From an optimization exercise on the open Yosys and OpenROAD flow, aimed at small area; shortcuts taken in it are not production practice.
RTL that was checked went through simulation tests only; none was proved equivalent to the original.
Power and IR drop assume default switching activity.

before:
Design synth_top, start of the top module:
module synth_top #(
    parameter int clks_per_bit = 8,
    parameter int sample_div   = 64
) (
    input  logic                            clk,
    input  logic                            rst_n,
    input  logic                            di,
    input  logic [3:0]                      channel,
    output logic [synth_pkg::sample_w-1:0]   sample,
    output logic                            sample_valid,
    input  logic                            sample_ready,
    output logic [synth_pkg::num_voices-1:0] voice_active
);
Settings: LEC_CHECK=0, ABC_AREA=1, CAP_MARGIN=20, CORE_MARGIN=2, CORE_UTILIZATION=60, SLEW_MARGIN=20; clock period 10.0 ns.
standard.sh (not shown) runs the stock make flow with config.mk's settings and CLKGATE_MAP_FILE= SYNTH_SCRIPT=/design/flow/synth_recipe.tcl, a recipe that flattens the netlist after the stock synthesis.
==> flow/flow/run.sh <==
#!/bin/bash
set -euo pipefail
cd "$(dirname "$0")/.."
bash standard.sh \
  "CTS_ARGS=-sink_clustering_enable -repair_clock_nets -dont_use_dummy_load -sink_clustering_size 30 -sink_clustering_max_diameter 50 -buf_list sky130_fd_sc_hd__clkbuf_16" \
  "BUFFER_PORTS_ARGS=-buffer_cell sky130_fd_sc_hd__buf_1" \
  finish > flow.log 2>&1
before finished end to end and its layout was clean on timing, DRC and antenna.
Here is what was changed in the inputs of after compared with before.
==> flow/flow/run.sh <==
#!/bin/bash
set -euo pipefail
cd "$(dirname "$0")/.."
bash standard.sh \
  "CTS_ARGS=-sink_clustering_enable -repair_clock_nets -dont_use_dummy_load -sink_clustering_size 12 -sink_clustering_max_diameter 30 -buf_list sky130_fd_sc_hd__clkbuf_4" \
  "BUFFER_PORTS_ARGS=-buffer_cell sky130_fd_sc_hd__buf_1" \
  finish > flow.log 2>&1
Results
The final layouts of before and after pass the timing, design-rule and antenna checks. | maximum achievable frequency | lower: before |. Re worst-margin pin slew: after is 0.054 ns up on before. after vs. before: relative contribution of combinational cells to total power rose by 1.4 points, wire length on met3 higher. | worst setup slack | higher: after |. after vs. before: wire length went down by 90 um, count of filler cells inserted in the layout increased about 3.2%. Final cell count: after higher than before. | clock skew | after vs before | worse |. The area after synthesis of before and that of after are within noise of each other. The higher power attributed to the clock group of before and after is in before.

========
== the previous run ==
synth_top, a different RTL version from the one above (not shown whole).
Size in the first run: roughly 900 cells after synthesis, about 230 flip-flops, about 21 I/O pins, roughly 0.0085 mm2 of cells after synthesis.
## synth_top
module synth_top #(
    parameter int clks_per_bit = 8,
    parameter int sample_div   = 64
) (
    input  logic                            clk,
    input  logic                            rst_n,
    input  logic                            di,
    input  logic [3:0]                      channel,
    output logic [synth_pkg::sample_w-1:0]   sample,
    output logic                            sample_valid,
    input  logic                            sample_ready,
    output logic [synth_pkg::num_voices-1:0] voice_active
);
    logic [7:0]                      byte_data;
    logic                            byte_valid;
    logic [synth_pkg::midi_w-1:0]     first_byte;
    logic                            note_on;
    logic                            note_off;
    logic                            note_off_nx;
    logic                            cc_valid;
    logic [synth_pkg::num_voices-1:0] note_match;
    logic [synth_pkg::num_voices-1:0] off_sel;
    logic [1:0]                      h;
    logic                            wr_head;
    logic [synth_pkg::sample_w-1:0]   mix;
    logic                            sample_tick;
    synth_pkg::waveform_t            waveform;
    uart_rx #(
        .clks_per_bit(clks_per_bit)
    ) i_uart_rx (
        .clk(clk), .rst_n(rst_n), .di(di),
        .byte_data(byte_data), .byte_valid(byte_valid)
    );
    midi_parser i_midi_parser (
        .clk(clk), .rst_n(rst_n), .channel(channel),
        .byte_data(byte_data), .byte_valid(byte_valid),
        .first_byte(first_byte),
        .note_on(note_on), .note_off(note_off), .note_off_nx(note_off_nx),
        .cc_valid(cc_valid)
    );
    voice_alloc i_voice_alloc (
        .clk(clk), .rst_n(rst_n),
        .note_on(note_on), .note_off(note_off),
        .note_match(note_match), .h(h),
        .voice_active(voice_active), .off_sel(off_sel), .wr_head(wr_head)
    );
  ...
clock: 10.0 ns
lec_check: 0
abc_area: 1
cap_margin: 20
core_margin: 2
core_utilization: 60
cts_buf_list: sky130_fd_sc_hd__clkbuf_16
cts_cluster_diameter: 50
cts_cluster_size: 30
slew_margin: 20
run.sh (not shown) runs the stock make flow with config.mk's settings and CLKGATE_MAP_FILE= SYNTH_SCRIPT=/design/flow/synth_recipe.tcl, a recipe that flattens the netlist after the stock synthesis.
Stock flow here: none of the scripts above is used.
The previous run finished end to end and its layout was clean on timing, DRC and antenna.
For the current run, these inputs were changed with respect to the previous run:
# the previous run
export LEC_CHECK = 0
export ABC_AREA = 1
export CAP_MARGIN = 20
export CORE_MARGIN = 2
export CORE_UTILIZATION = 60
export CTS_BUF_LIST = sky130_fd_sc_hd__clkbuf_16
export CTS_CLUSTER_DIAMETER = 50
export CTS_CLUSTER_SIZE = 30
export SLEW_MARGIN = 20
create_clock -name core_clock -period 10.0 [get_ports {clk}]
# the current run
export LEC_CHECK = 0
export ABC_AREA = 1
export CAP_MARGIN = 20
export CORE_MARGIN = 2
export CORE_UTILIZATION = 60
export CTS_BUF_LIST = sky130_fd_sc_hd__clkbuf_8
export CTS_CLUSTER_DIAMETER = 50
export CTS_CLUSTER_SIZE = 20
export SLEW_MARGIN = 20
create_clock -name core_clock -period 10.0 [get_ports {clk}]
Results
Measured slew at the worst slew-check pin in the current run is 0.093 ns above the previous run. Comparing the current run and the previous run, required arrival time at the worst endpoint is higher on the current run. Summary — routed wire length, the current run relative to the previous run: lower, by 410 um. Re global-route usage: the current run is 0.55 points down on the previous run. Summary — switching power of the nets, the current run relative to the previous run: lower, by about 9%. On fmax, the current run does better than the previous run. Fraction of area in non-clock buffers delta (the previous run -> the current run): insignificant.
No functional check of the RTL was part of any run of this note.

==> afterwards: timing with drivers on the ports <==
In the flow no input, the clock included, has a driving cell. The finished layouts below were timed again as built, in two steps.
Step 1 assumes that a clkbuf_16 drives the clock port and a buf_2 every other input.
Step 2 also shifts input and output timing later by t, the mid clock arrival at the registers, as if the neighbouring blocks saw the same clock.
Slacks: ideal ports / drivers / drivers and shift; pairs: ideal ports / drivers.
run	shift t [ns]	setup WS [ns]	pins driven straight from the clock port
before	0.515	4.806 / 4.806 / 4.806	1
after	0.622	4.869 / 4.869 / 4.869	1
the previous run	0.525	4.818 / 4.818 / 4.818	1
the current run	0.538	4.847 / 4.847 / 4.847	1
After both steps every run listed still meets setup and hold.
